This design comes from an exercise in tuning for small area, a short achievable clock period and few clock cycles on the open sky130 flow, not from production work.
Function was checked by simulation only, so behaviour that the tests miss may differ from the original.
Power is estimated from default activity; no workload was simulated.

## run 2
==> module switch_allocator, before the edit <==
module switch_allocator (
  input  logic                                                        clk,
  input  logic                                                        rst_n,
  input  logic [router_pkg::NUM_STR-1:0]                              valid,
  input  logic [router_pkg::NUM_STR-1:0][router_pkg::NUM_PORTS-1:0]   first_req,
  input  router_pkg::flit_t [router_pkg::NUM_STR-1:0]                 head,
  input  logic [router_pkg::NUM_PORTS-1:0]                            take,
  output logic [router_pkg::NUM_STR-1:0]                              pop,
  output logic [router_pkg::NUM_PORTS-1:0]                            load,
  output router_pkg::flit_t [router_pkg::NUM_PORTS-1:0]               load_flit
);
  localparam int NS = router_pkg::NUM_STR;
  localparam int NP = router_pkg::NUM_PORTS;
  logic [NP-1:0][NS-1:0] owner;
  logic [NP-1:0]         locked;
  logic [NP-1:0][NS-1:0] arb_gnt;
  logic [NP-1:0][NS-1:0] gnt;
  logic [NP-1:0][NS-1:0] sel;
  logic [NP-1:0]         load_last;
  logic [NS-1:0]         last;
  always_comb begin
    for (int s = 0; s < NS; s++) begin
      last[s]     = router_pkg::is_last(head[s]);
    end
  end
  for (genvar o = 0; o < NP; o++) begin : g_out
    logic [NS-1:0] fr;
    for (genvar s = 0; s < NS; s++) begin : g_req
      assign fr[s] = first_req[s][o];
    end
    rr_arbiter #(.NUM_REQS(NS)) u_arb (
      .clk      (clk),
      .rst_n    (rst_n),
      .req      (fr),
      .advance  (!locked[o] && take[o]),
      .grant    (arb_gnt[o]),
      .last_win (owner[o])
    );
    assign gnt[o]  = locked[o] ? (owner[o] & valid) : arb_gnt[o];
    assign load[o] = take[o] && (locked[o] ? (|(owner[o] & valid)) : (|fr));
    assign sel[o] = locked[o] ? owner[o] : arb_gnt[o];
    always_comb begin
      load_flit[o] = '0;
      load_last[o] = 1'b0;
      for (int s = 0; s < NS; s++) begin
        load_flit[o] = load_flit[o] | ({router_pkg::FLIT_W{sel[o][s]}} & head[s]);
        load_last[o] = load_last[o] | (gnt[o][s] & last[s]);
      end
    end
    always_ff @(posedge clk or negedge rst_n) begin
      if (!rst_n) locked[o] <= 1'b0;
      else if (load[o]) locked[o] <= !load_last[o];
    end
  end
  always_comb begin
    pop = '0;
    for (int o = 0; o < NP; o++) pop = pop | (gnt[o] & {NS{take[o]}});
  end
endmodule
Settings: LEC_CHECK=0, CAP_MARGIN=20, CORE_MARGIN=2, CORE_UTILIZATION=35, SETUP_SLACK_MARGIN=4.0, SLEW_MARGIN=20; clock period 7.5 ns.
standard.sh (not shown) runs the stock make flow with config.mk's settings and CLKGATE_MAP_FILE= SYNTH_SCRIPT=/design/flow/synth_recipe.tcl, a recipe that flattens the netlist after the stock synthesis.
==> flow/flow/run.sh <==
#!/bin/bash
# Layout flow: the standard flow unchanged, except that the port buffers placement
# inserts are plain sky130_fd_sc_hd__buf_2 cells instead of the delay cell buffer_ports
# picks by default. Every input and output port still gets its own buffer, and the timing
# repair that follows may resize them like any other buffer.
# The whole make output (every ORFS step) goes to standard_flow.log in the work folder;
# ORFS also keeps each step's log under orfs/logs.
set -euo pipefail
bash standard.sh "BUFFER_PORTS_ARGS=-buffer_cell sky130_fd_sc_hd__buf_2" finish > standard_flow.log 2>&1
Testbench counts of run 2, summed over its fixed seeds: cycles 3,446.
## Diff of input files: run 4 against run 2
--- a/flow/design.v
+++ b/flow/design.v
@@ -169,11 +169,10 @@
   localparam int NP = router_pkg::NUM_PORTS;
   logic [NP-1:0][NS-1:0] owner;
   logic [NP-1:0]         locked;
   logic [NP-1:0][NS-1:0] arb_gnt;
   logic [NP-1:0][NS-1:0] gnt;
-  logic [NP-1:0][NS-1:0] sel;
   logic [NP-1:0]         load_last;
   logic [NS-1:0]         last;
   always_comb begin
     for (int s = 0; s < NS; s++) begin
       last[s]     = router_pkg::is_last(head[s]);
@@ -192,16 +191,15 @@
       .grant    (arb_gnt[o]),
       .last_win (owner[o])
     );
     assign gnt[o]  = locked[o] ? (owner[o] & valid) : arb_gnt[o];
     assign load[o] = take[o] && (locked[o] ? (|(owner[o] & valid)) : (|fr));
-    assign sel[o] = locked[o] ? owner[o] : arb_gnt[o];
     always_comb begin
       load_flit[o] = '0;
       load_last[o] = 1'b0;
       for (int s = 0; s < NS; s++) begin
-        load_flit[o] = load_flit[o] | ({router_pkg::FLIT_W{sel[o][s]}} & head[s]);
+        load_flit[o] = load_flit[o] | ({router_pkg::FLIT_W{gnt[o][s]}} & head[s]);
         load_last[o] = load_last[o] | (gnt[o][s] & last[s]);
       end
     end
     always_ff @(posedge clk or negedge rst_n) begin
       if (!rst_n) locked[o] <= 1'b0;
Notes after the runs:
Run 4 was carried through to the last stage, and its layout satisfied the timing, DRC and antenna checks.
The final layout from run 2, which completed every stage, passed the timing, DRC and antenna checks at the end of the flow.
Looking at post-route clock period utilization, run 4 sits above run 2.
| post-CTS setup-driven buffer insertion count | higher: run 4 |
Taking run 2 as the reference point, the height of the chip of run 4 falls by about 2%.
A type of the worst setup path of reg2reg is what run 2 shows, while in2reg belongs to run 4.
Per the comparison of run 4 with run 2, sequential share of cell area shows an increase of 0.92 points, internal power summed over all cells shows a reduction of about 7%.
Testbench counts of run 4, summed over its fixed seeds: cycles 3,446.

[what the ideal ports hide]
How much do the figures lean on ideal ports? The routed layouts below were timed once more, with nothing changed but the port constraints.
Step 1 sets driving cells, clkbuf_16 on the clock port and buf_2 on the other inputs (assumed; they add their load-dependent delay and slew).
Step 2, shift: input delay + t, output delay - t, t = (earliest + latest rising clock arrival at the registers) / 2. This alone moves slack from input paths to output paths.
Three values: ideal ports, drivers, drivers and shift; two values: the first two.
run | t (ns) | setup slack, ns | hold WS [ns] | worst setup path at the end | slew at the worst register clock pin (ns)
run 2 | 0.710 | 3.941 / 3.916 / 3.373 | 0.475 / 0.475 / 0.475 | input to register | 0.07 / 0.07
run 4 | 0.696 | 3.885 / 3.928 / 3.233 | 0.463 / 0.463 / 0.463 | input to register | 0.07 / 0.07
After both steps setup and hold are still met in every run listed. For run 4, which loses most, drivers alone change the setup slack by +0.043 ns; drivers and shift together by -0.652 ns.
